This design comes from an exercise in tuning for small area, a short achievable clock period and few clock cycles per item on the open sky130 flow, not from production work. In this exercise RTL edits were held to simulation tests only and were not proved equivalent to the original. Power figures rest on the tool's default switching activity, not on a simulated workload.

==> flow/design.v <==
`default_nettype none
package bubf_pkg;
    localparam int FUNC_W = 3;
    localparam int BYTE_W = 8;
    localparam int DIV_W  = 13;
    localparam int OUT_BITS = 2 * BYTE_W + DIV_W + 4;
    localparam int OUT_W    = ((OUT_BITS + 7) / 8) * 8;
    localparam logic [FUNC_W-1:0] FUNC_RD_DATA   = 3'd0;
    localparam logic [FUNC_W-1:0] FUNC_RD_STATUS = 3'd1;
    localparam logic [FUNC_W-1:0] FUNC_WR_DATA   = 3'd2;
    localparam logic [FUNC_W-1:0] FUNC_WR_CMD    = 3'd3;
    localparam logic [FUNC_W-1:0] FUNC_RX_BYTE   = 3'd4;
    localparam logic [FUNC_W-1:0] FUNC_TX_READY  = 3'd5;
    localparam logic [BYTE_W-1:0] ASCII_0 = 8'h30;
    localparam logic [BYTE_W-1:0] ASCII_9 = 8'h39;
    localparam logic [BYTE_W-1:0] STATUS_READY = 8'hFF;
    localparam int unsigned ClockHz = 20000000;
    localparam int unsigned Oversample = 16;
    localparam int unsigned DIV_300     = ClockHz / Oversample / 300 - 1;
    localparam int unsigned DIV_600     = ClockHz / Oversample / 600 - 1;
    localparam int unsigned DIV_1200    = ClockHz / Oversample / 1200 - 1;
    localparam int unsigned DIV_2400    = ClockHz / Oversample / 2400 - 1;
    localparam int unsigned DIV_4800    = ClockHz / Oversample / 4800 - 1;
    localparam int unsigned DIV_9600    = ClockHz / Oversample / 9600 - 1;
    localparam int unsigned DIV_19200   = ClockHz / Oversample / 19200 - 1;
    localparam int unsigned DIV_38400   = ClockHz / Oversample / 38400 - 1;
    localparam int unsigned DIV_125000  = ClockHz / Oversample / 125000 - 1;
    localparam int unsigned DIV_1250000 = ClockHz / Oversample / 1250000 - 1;
    localparam int unsigned DIV_250000  = ClockHz / Oversample / 250000 - 1;
    localparam logic [DIV_W-1:0] DIV_RESET = DIV_W'(DIV_250000);
    localparam logic [DIV_W-1:0] DIV_MAX   = DIV_W'(DIV_300);
    typedef struct packed {
        logic [FUNC_W-1:0] func;
        logic              hit;        
        logic              rx_avail;   
        logic              overflow;
        logic [DIV_W-1:0]  divisor;
    } s1_ctrl_t;
    function automatic logic [DIV_W-1:0] divisor_lookup(input logic [BYTE_W-1:0] b);
        logic [DIV_W-1:0] d;
        d = DIV_W'(DIV_38400);
        if (b >= ASCII_0 && b <= ASCII_9)
        begin
            case (4'(b - ASCII_0))
                4'd0:    d = DIV_W'(DIV_300);
                4'd1:    d = DIV_W'(DIV_600);
                4'd2:    d = DIV_W'(DIV_1200);
                4'd3:    d = DIV_W'(DIV_2400);
                4'd4:    d = DIV_W'(DIV_4800);
                4'd5:    d = DIV_W'(DIV_9600);
                4'd6:    d = DIV_W'(DIV_19200);
                4'd7:    d = DIV_W'(DIV_38400);
                4'd8:    d = DIV_W'(DIV_125000);
                4'd9:    d = DIV_W'(DIV_1250000);
                default: d = DIV_W'(DIV_38400);
            endcase
        end
        divisor_lookup = d;
    endfunction
endpackage
`default_nettype wire
`default_nettype none
module bubf_ring_ram (
    input  wire logic       clk,
    input  wire logic       rst_n,
    input  wire logic [3:0] ph,
    input  wire logic       push,
    input  wire logic       pop,
    input  wire logic [7:0] din,
    output logic      [7:0] dout,
    output logic            empty,
    output logic            full
);
    logic [7:0]   head, tail, cnt;
    logic         empty_r, full_r;
    logic [15:0]  pend, hv;
    logic [127:0] wbuf, hreg;
    logic [127:0] tap;
    logic [15:0]  fire, cap, wt, rdl, ld;
    assign empty = empty_r;
    assign full  = full_r;
    assign dout  = hreg[tail[3:0]*8 +: 8];
    logic eq_h0, eq_h1, eq_t0, eq_t1, cnt_lt16, cnt_gt16;
    assign eq_h0    = (ph == head[7:4]);
    assign eq_h1    = (ph == 4'(head[7:4] - 4'd1));
    assign eq_t0    = (ph == tail[7:4]);
    assign eq_t1    = (ph == 4'(tail[7:4] + 4'd1));
    assign cnt_lt16 = (cnt < 8'd16);
    assign cnt_gt16 = (cnt > 8'd16);
    genvar l;
    generate
        for (l = 0; l < 16; l = l + 1)
        begin : g_loop
            logic [127:0] sr;
            logic [3:0]   off;
            logic         nextgen, pushed;
            assign fire[l] = pend[l] && ((4'(l) >= head[3:0]) ? eq_h1 : eq_h0);
            assign tap[l*8 +: 8] = fire[l] ? wbuf[l*8 +: 8] : sr[127:120];
            always_ff @(posedge clk)
            begin
                sr <= {sr[119:0], tap[l*8 +: 8]};
            end
            assign rdl[l]   = pop && (tail[3:0] == 4'(l));
            assign off      = 4'(4'(l) - tail[3:0]);
            assign nextgen  = (4'(l) < tail[3:0]) || ((4'(l) == tail[3:0]) && hv[l]);
            assign pushed   = ((4'(l) == tail[3:0]) && hv[l]) ? cnt_gt16 : ({4'd0, off} < cnt);
            assign cap[l]   = (!hv[l] || rdl[l]) && pushed && (nextgen ? eq_t1 : eq_t0);
            assign ld[l]    = push && (head[3:0] == 4'(l));
            assign wt[l]    = ld[l] && cnt_lt16;
            always_ff @(posedge clk)
            begin
                if (ld[l])
                    wbuf[l*8 +: 8] <= din;
                if (wt[l] || cap[l])
                    hreg[l*8 +: 8] <= wt[l] ? din : tap[l*8 +: 8];
            end
            always_ff @(posedge clk or negedge rst_n)
            begin
                if (!rst_n)
                begin
                    pend[l] <= 1'b0;
                    hv[l]   <= 1'b0;
                end
                else
                begin
                    pend[l] <= ld[l] || (pend[l] && !fire[l]);
                    hv[l]   <= wt[l] || cap[l] || (hv[l] && !rdl[l]);
                end
            end
        end
    endgenerate
    always_ff @(posedge clk or negedge rst_n)
    begin
        if (!rst_n)
        begin
            head    <= '0;
            tail    <= '0;
            cnt     <= '0;
            empty_r <= 1'b1;
            full_r  <= 1'b0;
        end
        else
        begin
            if (push)
            begin
                head    <= head + 8'd1;
                cnt     <= cnt + 8'd1;
                empty_r <= 1'b0;
                full_r  <= (cnt == 8'd254);
            end
            else if (pop)
            begin
                tail    <= tail + 8'd1;
                cnt     <= cnt - 8'd1;
                empty_r <= (cnt == 8'd1);
                full_r  <= 1'b0;
            end
        end
    end
endmodule
`default_nettype wire
`default_nettype none
module bus_uart_bridge_fifo_core #(
    parameter int RING_DEPTH = 256
) (
    input  wire logic        clk,
    input  wire logic        rst_n,
    input  wire logic        s_tvalid,
    output logic             s_tready,
    input  wire logic [7:0]  s_tdata,    
    input  wire logic [2:0]  s_tuser,    
    output logic             m_tvalid,
    input  wire logic        m_tready,
    output logic [bubf_pkg::OUT_W-1:0] m_tdata
);
    logic       in_v, sk_v;
    logic [2:0] in_f, sk_f;
    logic [7:0] in_d, sk_d;
    logic       out_valid;
    logic [7:0] out_bus_data, out_tx_byte;
    logic       out_bus_drive, out_wait_release, out_tx_valid, out_overflow;
    logic [bubf_pkg::DIV_W-1:0] divisor_reg;
    logic [3:0] ph;
    logic       adv, take, acc;
    logic       rx_empty, rx_full, tx_empty, tx_full;
    logic       rx_push, rx_pop, tx_push, tx_pop;
    logic [7:0] rx_dout, tx_dout;
    assign s_tready = !sk_v;
    assign acc      = s_tvalid && !sk_v;
    assign adv      = !out_valid || m_tready;
    assign take     = in_v && adv;
    assign rx_pop  = take && (in_f == bubf_pkg::FUNC_RD_DATA)  && !rx_empty;
    assign tx_push = take && (in_f == bubf_pkg::FUNC_WR_DATA)  && !tx_full;
    assign rx_push = take && (in_f == bubf_pkg::FUNC_RX_BYTE)  && !rx_full;
    assign tx_pop  = take && (in_f == bubf_pkg::FUNC_TX_READY) && !tx_empty;
    bubf_ring_ram u_rx_ram (
        .clk   (clk),
        .rst_n (rst_n),
        .ph    (ph),
        .push  (rx_push),
        .pop   (rx_pop),
        .din   (in_d),
        .dout  (rx_dout),
        .empty (rx_empty),
        .full  (rx_full)
    );
    bubf_ring_ram u_tx_ram (
        .clk   (clk),
        .rst_n (rst_n),
        .ph    (ph),
        .push  (tx_push),
        .pop   (tx_pop),
        .din   (in_d),
        .dout  (tx_dout),
        .empty (tx_empty),
        .full  (tx_full)
    );
    logic [7:0] bus_data_n, tx_byte_n;
    logic       bus_drive_n, wait_release_n, tx_valid_n, overflow_n;
    always_comb
    begin
        bus_data_n     = '0;
        bus_drive_n    = 1'b0;
        wait_release_n = 1'b0;
        tx_byte_n      = '0;
        tx_valid_n     = 1'b0;
        overflow_n     = 1'b0;
        case (in_f)
            bubf_pkg::FUNC_RD_DATA:
            begin
                wait_release_n = 1'b1;
                if (!rx_empty)
                begin
                    bus_data_n  = rx_dout;
                    bus_drive_n = 1'b1;
                end
            end
            bubf_pkg::FUNC_RD_STATUS:
            begin
                wait_release_n = 1'b1;
                bus_drive_n    = 1'b1;
                bus_data_n     = rx_empty ? 8'h00 : bubf_pkg::STATUS_READY;
            end
            bubf_pkg::FUNC_WR_DATA:
            begin
                wait_release_n = 1'b1;
                overflow_n     = tx_full;
            end
            bubf_pkg::FUNC_WR_CMD:
            begin
                wait_release_n = 1'b1;
            end
            bubf_pkg::FUNC_RX_BYTE:
            begin
                overflow_n = rx_full;
            end
            bubf_pkg::FUNC_TX_READY:
            begin
                if (!tx_empty)
                begin
                    tx_byte_n  = tx_dout;
                    tx_valid_n = 1'b1;
                end
            end
            default:
            begin
            end
        endcase
    end
    always_ff @(posedge clk or negedge rst_n)
    begin
        if (!rst_n)
        begin
            ph          <= '0;
            in_v        <= 1'b0;
            sk_v        <= 1'b0;
            out_valid   <= 1'b0;
            divisor_reg <= bubf_pkg::DIV_RESET;
        end
        else
        begin
            ph <= ph + 4'd1;
            if (!in_v || adv)
            begin
                in_v <= sk_v || acc;
                sk_v <= 1'b0;
            end
            else if (acc)
            begin
                sk_v <= 1'b1;
            end
            if (adv)
            begin
                out_valid <= in_v;
            end
            if (take && (in_f == bubf_pkg::FUNC_WR_CMD))
            begin
                divisor_reg <= bubf_pkg::divisor_lookup(in_d);
            end
        end
    end
    always_ff @(posedge clk)
    begin
        if (!in_v || adv)
        begin
            in_f <= sk_v ? sk_f : s_tuser;
            in_d <= sk_v ? sk_d : s_tdata;
        end
        if (acc)
        begin
            sk_f <= s_tuser;
            sk_d <= s_tdata;
        end
        if (adv)
        begin
            out_bus_data     <= bus_data_n;
            out_bus_drive    <= bus_drive_n;
            out_wait_release <= wait_release_n;
            out_tx_byte      <= tx_byte_n;
            out_tx_valid     <= tx_valid_n;
            out_overflow     <= overflow_n;
        end
    end
    assign m_tvalid = out_valid;
    assign m_tdata  = {
        (bubf_pkg::OUT_W - bubf_pkg::OUT_BITS)'(0),
        out_overflow, divisor_reg, out_tx_valid, out_tx_byte,
        out_wait_release, out_bus_drive, out_bus_data
    };
endmodule
`default_nettype wire
==> flow/run.sh <==
#!/bin/bash
# synth_recipe.tcl (not shown) runs the flow's synth.tcl, then flattens the netlist and writes it again
# the make line also repeats each setting of config.mk as NAME=value (left out here)
make -C /OpenROAD-flow-scripts/flow DESIGN_CONFIG=/design/flow/config.mk WORK_HOME=/design/flow/orfs CLKGATE_MAP_FILE= SYNTH_SCRIPT=/design/flow/synth_recipe.tcl finish
==> flow/config.mk <==
export PLATFORM = sky130hd
export DESIGN_NAME = bus_uart_bridge_fifo_core
export DESIGN_NICKNAME = bus_uart_bridge_fifo_core
export VERILOG_FILES = /design/flow/design.v
export SDC_FILE = /design/flow/constraint.sdc
export NUM_CORES = 4
export LEC_CHECK = 0
export CAP_MARGIN = 20
export CORE_MARGIN = 2
export CORE_UTILIZATION = 45
export PLACE_DENSITY = 0.6
export SLEW_MARGIN = 20
==> flow/constraint.sdc <==
create_clock -name core_clock -period 4.8 [get_ports {clk}]
set_input_delay 0.9600 -clock core_clock [delete_from_list [all_inputs] [get_ports {clk}]]
set_output_delay 0.9600 -clock core_clock [all_outputs]
set_load 0.01 [all_outputs]
==> flow_summary_export.csv, run 1 <==
group,metric,value,unit
run_status,outcome,"timing/DRC/antenna clean",
global_route,grt_pass1_vias,49470,
critical_path,startpoint,"in_f[2]",
critical_path,startpoint_type,"flop",
die,ioPinCount,57,
die,initial_core_util,45.13,%
min_path,hp-class,"primary input to async pin",
critical_path,crit_required,5290,ps
finish,nets,7239,
clock_network,cts_made_buffers,417,
critical_path,cp_max_fo,11,
yosys,ys_seq_area_share,86.55,%
yosys,synth_top_area_share,69.60,%
detailed_routing,drt-total-wl,203300,µm
global_route,grt_pass1_wl,305800,µm
yosys,ys_types,93,
yosys,ys_warn_count,2,
sta,fin_setup_tns,0,ps
clock_network,cts_resized,0,
job,cap_violations,0,
yosys,post-synth-top-area-cell,"dfxtp_1",
clock_network,cts_setup_buffers,0,
clock_network,clk_pin_slew,60,ps
yosys,syn_area,118200,µm²
sta,slew_violations,0,
die,die-width,516.4,µm
critical_path,ff2ff_path_depth,6,
global_route,grt_usage,15.19,%
yosys,synth.area.top_cells,"dfxtp_1 (70%), edfxtp_1 (14%), mux2_2 (4.9%), dfrtp_1 (2.8%), mux4_2 (1.5%)",
die,die_area,266700,µm²
yosys,syn_inst,6678,
global_route,grt_max_degree,59,
clock_network,h-tree-depth,5,
clock_network,clk_path_buf_depth,4,
sta,fmax,0.2496,GHz
power,peakVddDrop,0.4552,mV
global_route,grt_overflow,0,
yosys,synth_flop_cell,"dfxtp_1",
finish,drive_gt1_share,19.10,%
sta,finalSetupViolCount,0,
die,core_area,261800,µm²
global_route,antenna_found_initial,14,
detailed_routing,drtPass1Iterations,5,
sta,rsz0062_at_grt,"false",
detailed_routing,wl_per_cell,18.51,µm
sta,fin_crit_sh,83.46,%
placed_design,dp_hpwl,127000,µm
finish,top_regs,"u_rx_ram.g_loop.sr (2048), u_tx_ram.g_loop.sr (2048)",
power,leakagePower,54.34,nW
placed_design,numPortBuffers,49,
yosys,synth_seq_cells,4797,
sta,slew_headroom,27.79,%
clock_network,cts.sinks,4797,
die,die_height,516.4,µm
yosys,syn_area_per_cell,17.69,µm²
detailed_routing,vias_per_cell,4.465,
detailed_routing,antenna_left,0,
clock_network,clk_latency,920,ps
placed_design,routabilityCongestion,0.9104,
sta,period_needed,4006,ps
critical_path,crit_type,"flop to flop",
power,power_density,611.3,nW/µm²
sta,hold_violations,0,
sta,fin_skew,60.03,ps
detailed_routing,drtIter0Drc,3094,
critical_path,r2r_end,"u_rx_ram.hreg[27]",
yosys,ys_async_sr_fraction,2.814,%
clock_network,cts_tree,"built",
detailed_routing,drc,0,
die,rows,188,
sta,tightest_slew,1072,ps
clock_network,root_buffer,"clkbuf_16",
critical_path,rr_startpoint,"in_f[2]",
yosys,synth_edf_count,554,
detailed_routing,vias,49030,
critical_path,worstSetupEndpointType,"flop",
critical_path,rrSetupSlack,790,ps
critical_path,crit_end,"u_rx_ram.hreg[27]",
finish,syn_to_final_growth,16.17,%
clock_network,cts_hold_buf,0,
critical_path,worstPathArrival,4490,ps
finish,nFillCells,20680,
power,p_total,0.08390,W
-- area by class of cell --
cell class                 instances  area (µm²)  share of cell area, %
tap                             3515        4398                  3.204
sequential                      4797      102300                  74.50
clock inverter                   149        1568                  1.142
antenna                            6       15.01                0.01094
timing repair buffer             149        1242                 0.9052
inverter                          78       292.8                 0.2133
multi-input combinational       1673       15070                  10.98
clock buffer                     614       12410                  9.043
-- synthesized netlist by cell type, types with 12 or more instances --
| cell | instances |
|---|---|
| dfxtp_1 | 4108 |
| o21ai_0 | 82 |
| mux2_2 | 510 |
| mux2i_1 | 13 |
| nand2_1 | 125 |
| buf_1 | 14 |
| nand4_1 | 21 |
| buf_2 | 22 |
| nand3_1 | 84 |
| ha_1 | 108 |
| buf_4 | 14 |
| dfrtp_1 | 132 |
| edfxtp_1 | 554 |
| clkbuf_1 | 84 |
| nand2b_1 | 12 |
| or3_1 | 12 |
| a31o_2 | 13 |
| xnor2_1 | 59 |
| mux2_1 | 17 |
| inv_1 | 74 |
| nor3_1 | 39 |
| xor2_1 | 24 |
| a21o_1 | 25 |
| nor2b_1 | 17 |
| and3_1 | 23 |
| o21a_1 | 23 |
| a21oi_1 | 84 |
| nor2_1 | 90 |
| and2_1 | 23 |
| mux4_2 | 80 |
-- per-stage QoR --
| stage | util [%] | instances | area, µm² | hold WS [ps] | setup slack (ps) |
|---|---|---|---|---|---|
| floorplan | - | 6684 | 118200 | 309.6 | 1169 |
| global placement | 47.07 | 10210 | 123200 | 309.7 | 99.97 |
| detailed placement | 47.08 | 10210 | 123300 | 312.1 | 170.8 |
| CTS | 52.42 | 10980 | 137200 | 22.85 | 651.8 |
| global route | 52.42 | 10980 | 137200 | 63.93 | 562.3 |
| finish | 52.43 | 10980 | 137300 | 55.34 | 794.0 |
-- worst max-delay path, cell delays in order (launching register included) --
cell      delay [ps]
edfxtp_1         500
nor3_2           810
nand4_1          530
buf_4            330
nor2_1           340
a21boi_0         200
o21ai_0          880
-- power by group --
| part | internal, W | leakage [nW] | switching, W |
|---|---|---|---|
| combinational | 0.00286 | 7.62 | 0.00501 |
| clock | 0.0190 | 6.90 | 0.0140 |
| sequential | 0.0422 | 39.8 | 0.000808 |
-- kinds of logic after synthesis --
group / count (synthesis) / share of synthesized area (%)
compound gates: 338 / 1.940
xor+xnor: 88 / 0.7000
fa+ha+maj: 108 / 1.144
buf+inv: 214 / 0.7603
flops: 4797 / 86.55
mux: 620 / 6.658
other cells: 1 / 0.003174
simple gates: 512 / 2.248
-- cells in the final DEF, fill, tap and decap left out, types with 24 or more instances in the layout --
master and count:
xnor2_1 59, dfxtp_1 4108, buf_4 100, nand2_1 125, mux2_2 510, clkbuf_8 80
mux4_2 80, dfrtp_1 130, nand3_1 84, xor2_1 24, clkdlybuf4s50_1 48, inv_1 74
o21ai_0 74, nor3_1 39, clkbuf_16 437, ha_1 108, a21oi_1 84, clkbuf_1 94
edfxtp_1 554, a21o_1 25, clkinv_2 73, nor2_1 90
-- per-layer routing --
layer	global-route usage [%]	part of all wire (%)
met1	20.15	45
met2	24.85	47
met3	2.754	4.4
met4	5.649	3.3
met5	0	0
-- how the worst min path moves through the flow --
stage / slack, ps / startpoint / to / cells past startpoint
after global placement: 310 / u_tx_ram.g_loop[13].sr[93] / u_tx_ram.g_loop[13].sr[101] / 0
after floorplan: 310 / u_rx_ram.g_loop[0].sr[92] / u_rx_ram.g_loop[0].sr[100] / 0
final: 60 / rst_n / u_tx_ram.pend[1] / 1
after CTS: 20 / rst_n / u_tx_ram.pend[0] / 1
after detailed placement: 310 / u_rx_ram.g_loop[13].sr[25] / u_rx_ram.g_loop[13].sr[33] / 0
after global routing: 60 / rst_n / u_tx_ram.pend[1] / 1
Testbench counts, summed over its fixed seeds: cycles 48,016, items 48,000.
==> run 2: changes to the inputs <==
--- a/flow/config.mk
+++ b/flow/config.mk
@@ -6,7 +6,9 @@
 export NUM_CORES = 4
 export LEC_CHECK = 0
+export ABC_CLOCK_PERIOD_IN_PS = 2500
 export CAP_MARGIN = 20
 export CORE_MARGIN = 2
 export CORE_UTILIZATION = 45
 export PLACE_DENSITY = 0.6
+export SETUP_SLACK_MARGIN = 2.2
 export SLEW_MARGIN = 20
==> run 2 against run 1 <==
Compared with the run above: non-clock buffer count is 306 higher; first-iteration DRC count is 5.8% higher; clock power is 3% higher; core utilization is 3.1 points higher; combinational power is 45% higher; clock skew is 12 ps higher; clock-buffer cell count is 40 higher; via count is 4.8% higher; still clean on timing, DRC and antenna; power is 5.6% higher; setup slack better by 1000 ps; synthesized cell count stayed put; flip-flop and latch count stayed put.
==> flow_summary_export.csv, run 2 <==
group,metric,value,unit
critical_path,startpoint_type,"flop",
yosys,synth_most_common_cell,"dfxtp_1",
yosys,ys_seq_area_share,86.55,%
global_route,grt_overflow,0,
clock_network,cts_hold_buf,0,
yosys,synth_seq_cells,4797,
clock_network,clk_path_buf_depth,4,
placed_design,routabilityCongestion,0.8648,
die,initial_core_util,45.13,%
finish,final_common_cell,"dfxtp_1",
yosys,synth_edf_count,554,
global_route,grt_pass1_vias,51300,
global_route,grt_pass1_wl,325900,µm
placed_design,numPortBuffers,49,
power,leakagePower,57.85,nW
finish,nFillCells,19960,
finish,final_cell_mix,"dfxtp_1 (4108), edfxtp_1 (554), clkbuf_16 (451), mux2_4 (376), buf_4 (272)",
critical_path,critical-path-top-delay-family,"multiplexers",
critical_path,crit_type,"flop to flop",
critical_path,cpPeakStageDelay,430,ps
clock_network,root_buffer,"clkbuf_16",
critical_path,path_cells,"inv_4, ha_4, xnor3_1, nand3_4, buf_12, buf_12, or3_4, a21boi_4, buf_6, mux2_4, mux2_4",
job,cap_violations,0,
global_route,grt_usage,16.38,%
yosys,ys_async_sr_fraction,2.814,%
yosys,synth_commonest_cells,"dfxtp_1 (4108), edfxtp_1 (554), mux2_2 (510), dfrtp_1 (132), nand2_1 (125)",
yosys,ys_types,93,
sta,rsz0062_at_grt,"true",
critical_path,worstSetupEndpointType,"flop",
critical_path,cp.buffers_inverters,4,
min_path,hp-class,"primary input to async pin",
yosys,syn_area,118200,µm²
global_route,grt_max_degree,77,
yosys,synth.area.top_cells,"dfxtp_1 (70%), edfxtp_1 (14%), mux2_2 (4.9%), dfrtp_1 (2.8%), mux4_2 (1.5%)",
placed_design,dp_hpwl,133600,µm
detailed_routing,drtPass1Iterations,5,
yosys,synth_top_area_share,69.60,%
finish,drive_gt1_share,27.12,%
global_route,antenna_found_initial,18,
clock_network,clk_latency,930,ps
finish,multi_input_area,19020,µm²
die,core_area,261800,µm²
yosys,synth_flop_cell,"dfxtp_1",
sta,fin_skew,71.93,ps
sta,slew_violations,0,
critical_path,cp_max_fo,6,
sta,fin_crit_sh,62.16,%
power,power_density,609.9,nW/µm²
die,die-width,516.4,µm
critical_path,cp_num_cells,11,
sta,finalSetupViolCount,0,
die,rows,188,
run_status,outcome,"timing/DRC/antenna clean",
critical_path,cp_slowest_cell,"dfrtp_2",
clock_network,cts_made_buffers,427,
yosys,syn_inst,6678,
sta,hold_violations,0,
detailed_routing,antenna_left,0,
finish,nets,7565,
critical_path,worstPathArrival,3610,ps
clock_network,h-tree-depth,5,
detailed_routing,drc,0,
power,peakVddDrop,0.5166,mV
detailed_routing,vias,51390,
yosys,post-synth-top-area-cell,"dfxtp_1",
sta,fmax,0.3352,GHz
clock_network,clk_pin_slew,60,ps
finish,top_regs,"u_rx_ram.g_loop.sr (2048), u_tx_ram.g_loop.sr (2048)",
detailed_routing,vias_per_cell,4.539,
detailed_routing,wl_per_cell,19.69,µm
finish,final_area,145300,µm²
sta,slew_headroom,29.18,%
die,die_height,516.4,µm
yosys,ys_warn_count,2,
finish,regArea,102300,µm²
detailed_routing,drtIter0Drc,3274,
detailed_routing,drt-total-wl,222900,µm
sta,tightest_slew,1062,ps
die,ioPinCount,57,
die,die_area,266700,µm²
critical_path,crit_required,5430,ps
sta,fin_setup_tns,0,ps
clock_network,cts.sinks,4797,
sta,period_needed,2984,ps
placed_design,place_area,123800,µm²
yosys,syn_area_per_cell,17.69,µm²
finish,syn_to_final_growth,22.98,%
clock_network,cts_tree,"built",
critical_path,ff2ff_path_depth,11,
-- run 2: cell count changes in the layout (fill, tap and decap cells not counted), moves of 25 or more --
cell             before  now
a21oi_1              84   58
buf_12                0   54
buf_4               100  272
buf_6                 1   62
clkdlybuf4s50_1      48   13
dfrtp_1             130  101
ha_1                108   74
ha_4                  0   29
mux2_2              510  149
mux2_4                0  376
nand3_1              84   55
nand3_4               0   25
nor2_1               90   61
o21ai_0              74   49
-- run 2: final cells by class --
class	count	share of cell area (%)
flip-flops and latches	4797	70.42
multi-input cells	1682	13.09
clock buffers	654	8.969
repair buffers	455	3.159
well taps	3515	3.027
clock inverters	128	1.051
inverters	78	0.2601
diodes	13	0.02239
repair inverters	1	0.006028
-- run 2: worst reg2reg max path, cell delays in order, from the launching register on --
cell      delay, ps
dfrtp_2         430
inv_4            70
ha_4            150
xnor3_1         410
nand3_4         100
buf_12          170
buf_12          140
or3_4           350
a21boi_4        210
buf_6           160
mux2_4          320
mux2_4          260
-- run 2: worst paths after layout --
path                                                start                        end  slack, ps
worst max-delay path                     u_rx_ram.head[4]          u_rx_ram.hreg[19]       1820
worst min-delay path                                rst_n           u_tx_ram.pend[6]        170
worst max register to register           u_rx_ram.head[4]          u_rx_ram.hreg[19]       1820
worst min register to register  u_rx_ram.g_loop[5].sr[77]  u_rx_ram.g_loop[5].sr[85]        250
max in group asynchronous                           rst_n           u_rx_ram.head[4]       3580
min in group core_clock         u_rx_ram.g_loop[5].sr[77]  u_rx_ram.g_loop[5].sr[85]        250
-- run 2: logic make-up (layout without fill, tap and decap cells) --
kind of cell	count (synthesis)	after routing	share of synthesized area, %
AOI/OAI and AO/OA	338	338	1.940
xor gates and xnor gates	88	88	0.7000
DFF	4797	4797	86.55
other	1	20	0.003174
adders and majority gates	108	108	1.144
and+or+nand+nor	512	521	2.248
muxes	620	620	6.658
buffers and inverters	214	1316	0.7603
-- run 2: where the power goes --
group | leakage [nW] | internal (W) | switching, W
clock | 7.16 | 0.0198 | 0.0142
combinational | 10.9 | 0.00482 | 0.00660
sequential | 39.8 | 0.0423 | 0.000987
total | 57.8 | 0.0669 | 0.0217
-- run 2: per-layer routing --
metal	share of wire, %	vias up	track usage, %	wire length (µm)
met4	3.9	0	6.946	8728
met5	0	-	0	0
met3	4.4	479	2.788	9883
met1	45	25560	21.58	99370
li1	-	24100	-	-
met2	47	1253	26.72	105000
-- run 2: repair_timing --
action	CTS	global route
gates cloned	8	7
setup buffers	221	101
setup endpoints to repair	1132	641
pin swaps	114	92
gates resized for setup	707	285
-- run 2: stage by stage --
stage	setup slack, ps	cells	hold WS, ps	util, %	power [W]
2_1_floorplan	2072	6684	309.6	-	0.04887
3_3_place_gp	790.6	10190	309.5	47.27	0.05211
3_5_place_dp	740.7	10190	312.1	47.27	0.05217
4_1_cts	1860	11200	114.1	54.64	0.08807
5_1_grt	1750	11320	169.6	55.49	0.09180
6_report	1816	11320	167.4	55.50	0.08862
==> run 3: changes to the inputs <==
--- a/flow/config.mk
+++ b/flow/config.mk
@@ -9,6 +9,7 @@
 export CAP_MARGIN = 20
 export CORE_MARGIN = 2
-export CORE_UTILIZATION = 45
-export PLACE_DENSITY = 0.6
+export CORE_UTILIZATION = 60
+export CTS_BUF_LIST = sky130_fd_sc_hd__clkbuf_8
+export PLACE_DENSITY = 0.7
 export SETUP_SLACK_MARGIN = 2.2
 export SLEW_MARGIN = 20
==> run 3 against run 2 <==
Compared with the run above: core utilization rose by 18 points; clock-buffer cell count increased by 180; critical path depth down 3; first-iteration DRC count fell by 0.34%; global-route usage is 6.3 points higher; die area is 25% lower; synthesized area stayed put; wire length increased by 3.8%; clock power is 9.4% lower; clock skew increased by 5.2 ps; power down 2.8%; combinational power rose by 7%; critical endpoint is now u_tx_ram.hreg[60].
==> flow_summary_export.csv, run 3 <==
group,metric,value,unit
run_status,outcome,"timing/DRC/antenna clean",
finish,nFillCells,11010,
yosys,syn_inst,6678,
critical_path,worst_path_most_repeated_cell,"buf_12",
critical_path,crit_type,"flop to flop",
critical_path,cp_slowest_cell,"or4b_4",
critical_path,rr_startpoint,"ph[2]",
clock_network,h-tree-depth,6,
die,die-width,447.8,µm
yosys,ys_seq_area_share,86.55,%
clock_network,root_buffer,"clkbuf_8",
critical_path,path_cells,"buf_12, xnor3_1, nand3_4, buf_12, or4b_4, o21ai_4, mux2_4, mux2_2",
sta,finalSetupViolCount,0,
die,initial_core_util,60.47,%
critical_path,cpPeakStageDelay,490,ps
critical_path,crit_required,5590,ps
clock_network,clk_latency,1050,ps
detailed_routing,drtPass1Iterations,7,
sta,tightest_slew,1111,ps
critical_path,startpoint_type,"flop",
placed_design,dp_hpwl,131200,µm
sta,period_needed,2921,ps
clock_network,cts_tree,"built",
finish,final_cells,10920,
detailed_routing,drtIter0Drc,3263,
sta,hold_violations,0,
finish,final_common_cell,"dfxtp_1",
placed_design,place_inst,9296,
yosys,synth_most_common_cell,"dfxtp_1",
global_route,antenna_found_initial,13,
critical_path,cp_max_fo,8,
detailed_routing,drc,0,
yosys,synth_flop_cell,"dfxtp_1",
critical_path,worstPathArrival,3710,ps
yosys,synth.area.top_cells,"dfxtp_1 (70%), edfxtp_1 (14%), mux2_2 (4.9%), dfrtp_1 (2.8%), mux4_2 (1.5%)",
yosys,synth_commonest_cells,"dfxtp_1 (4108), edfxtp_1 (554), mux2_2 (510), dfrtp_1 (132), nand2_1 (125)",
min_path,min_path_cells,0,
die,ioPinCount,57,
die,die_height,447.8,µm
power,power_density,596.6,nW/µm²
yosys,syn_area,118200,µm²
power,leakagePower,59.26,nW
critical_path,r2r_end,"u_tx_ram.hreg[60]",
yosys,ys_types,93,
clock_network,clk_pin_slew,60,ps
finish,nets,7906,
yosys,ys_warn_count,2,
sta,slew_headroom,25.95,%
placed_design,routabilityCongestion,0.9780,
clock_network,cts_made_buffers,677,
sta,fin_crit_sh,60.86,%
min_path,min_from,"u_rx_ram.g_loop[15].sr[87]",
finish,final_cell_mix,"dfxtp_1 (4108), clkbuf_8 (834), edfxtp_1 (554), mux2_4 (420), buf_4 (296)",
min_path,hp-class,"flop to flop",
critical_path,ff2ff_path_depth,8,
finish,syn_to_final_growth,22.22,%
yosys,synth_top_area_share,69.60,%
job,cap_violations,0,
die,die_area,200500,µm²
yosys,post-synth-top-area-cell,"dfxtp_1",
detailed_routing,drt-total-wl,231400,µm
sta,fin_skew,77.15,ps
detailed_routing,vias_per_cell,4.920,
sta,fin_setup_tns,0,ps
yosys,ys_async_sr_fraction,2.814,%
min_path,whs_endpoint,"u_rx_ram.g_loop[15].sr[95]",
global_route,grt_pass1_wl,337200,µm
finish,top_regs,"u_rx_ram.g_loop.sr (2048), u_tx_ram.g_loop.sr (2048)",
detailed_routing,wl_per_cell,21.18,µm
global_route,grt_usage,22.71,%
placed_design,numPortBuffers,49,
clock_network,clk_path_buf_depth,4,
yosys,synth_edf_count,554,
sta,slew_violations,0,
global_route,grt_max_degree,72,
yosys,synth_seq_cells,4797,
die,rows,162,
finish,drive_gt1_share,30.14,%
finish,final_area,144400,µm²
critical_path,worstSetupEndpointType,"flop",
critical_path,rrSetupSlack,1880,ps
sta,rsz0062_at_grt,"true",
placed_design,place_area,122600,µm²
global_route,grt_overflow,0,
detailed_routing,vias,53740,
global_route,grt_pass1_vias,55660,
power,peakVddDrop,0.4763,mV
yosys,syn_area_per_cell,17.69,µm²
die,core_area,195400,µm²
detailed_routing,antenna_left,0,
clock_network,cts.sinks,4797,
sta,fmax,0.3423,GHz
## run 3: power by group
group          switching (W)  leakage, nW  internal (W)
combinational        0.00689         11.6       0.00528
sequential          0.000969         39.8        0.0423
clock                 0.0142         7.83        0.0165
## run 3: critical path, delay by kind of cell, from the launching register on
| family | cells | cell delay, ps |
|---|---|---|
| compound gates | 1 | 230 |
| mux | 2 | 670 |
| flops | 1 | 440 |
| simple gates | 2 | 610 |
| xor+xnor | 1 | 410 |
| buf+inv | 2 | 320 |
## run 3: how the worst max path moves through the flow
stage / from / endpoint / depth (start not counted)
final: ph[2] / u_tx_ram.hreg[60] / 8
after global routing: u_rx_ram.head[4] / u_rx_ram.hreg[4] / 11
after CTS: u_tx_ram.head[5] / u_tx_ram.hreg[109] / 11
after detailed placement: m_tready / u_tx_ram.hreg[13] / 7
after global placement: m_tready / u_tx_ram.hreg[14] / 7
after floorplan: u_tx_ram.head[0] / u_tx_ram.hreg[48] / 9
## run 3: layer usage
metal | vias to the layer above | track usage (%) | share of wire, %
met3 | 643 | 5.095 | 5.0
met2 | 1597 | 36.96 | 48
li1 | 24880 | - | -
met5 | - | 0 | 0
met4 | 0 | 12.62 | 5.5
met1 | 26620 | 28.20 | 41
## run 3: cells by family (layout without fill, tap and decap cells)
| group | after synthesis | after routing | synth area share, % |
|---|---|---|---|
| flops | 4797 | 4797 | 86.55 |
| mux | 620 | 620 | 6.658 |
| simple gates | 512 | 521 | 2.248 |
| compound gates | 338 | 338 | 1.940 |
| buf+inv | 214 | 1811 | 0.7603 |
| fa+ha+maj | 108 | 108 | 1.144 |
| xor+xnor | 88 | 88 | 0.7000 |
| other cells | 1 | 16 | 0.003174 |
## run 3: per-stage QoR
stage          setup slack (ps)  util, %  power (W)  hold slack (ps)
2_1_floorplan              2072        -    0.04887            309.6
3_3_place_gp              834.9    62.74    0.05182            309.6
3_5_place_dp              772.2    62.74    0.05195            312.1
4_1_cts                    1872    72.28    0.08499            262.8
5_1_grt                    1828    73.90    0.08928            268.7
6_report                   1879    73.90    0.08616            266.1
## run 3: timing repair
action | in CTS | in global routing
hold buffers | 1 | 0
gates cloned | 9 | 7
setup buffers | 267 | 148
setup endpoints to repair | 1102 | 818
pin swaps | 128 | 119
hold endpoints to repair | 68 | 0
resized for setup | 777 | 434
## run 3: area by class of cell
class / count / area (µm²) / area share, %
antenna: 9 / 22.52 / 0.01560
inverter: 78 / 385.4 / 0.2669
clock buffer: 834 / 11480 / 7.949
tap: 2624 / 3283 / 2.274
clock inverter: 352 / 1988 / 1.377
timing repair buffer: 547 / 5507 / 3.813
multi-input combinational: 1682 / 19440 / 13.46
sequential: 4797 / 102300 / 70.84

-- re-timing with driven ports --
The flow's constraints put no driver on any port. The routed layouts listed below were extracted and timed again, unchanged, in two steps. Step 1 sets driving cells, clkbuf_16 on the clock port and buf_2 on the other inputs (assumed; they add their load-dependent delay and slew). Step 2 times the ports against the registers' clock, not the clock port: input delays grow and output delays shrink by t, the midpoint of the rising clock arrivals with the driver on. Three values: ideal ports, drivers, drivers and shift; two values: the first two.
| run | shift t [ns] | setup slack, ns | latest minus earliest clock arrival (ns) | cell pins on the clock port's net |
|---|---|---|---|---|
| run 1 | 0.978 | 0.794 / 0.794 / 0.374 | 0.071 / 0.071 | 1 |
| run 2 | 0.976 | 1.816 / 1.816 / 1.167 | 0.080 / 0.081 | 1 |
| run 3 | 1.091 | 1.879 / 1.879 / 1.169 | 0.097 / 0.097 | 1 |
After both steps every run listed still meets setup and hold. The setup slack of run 3, which loses most, moves by 0.000 ns with the drivers and by -0.710 ns with both steps.
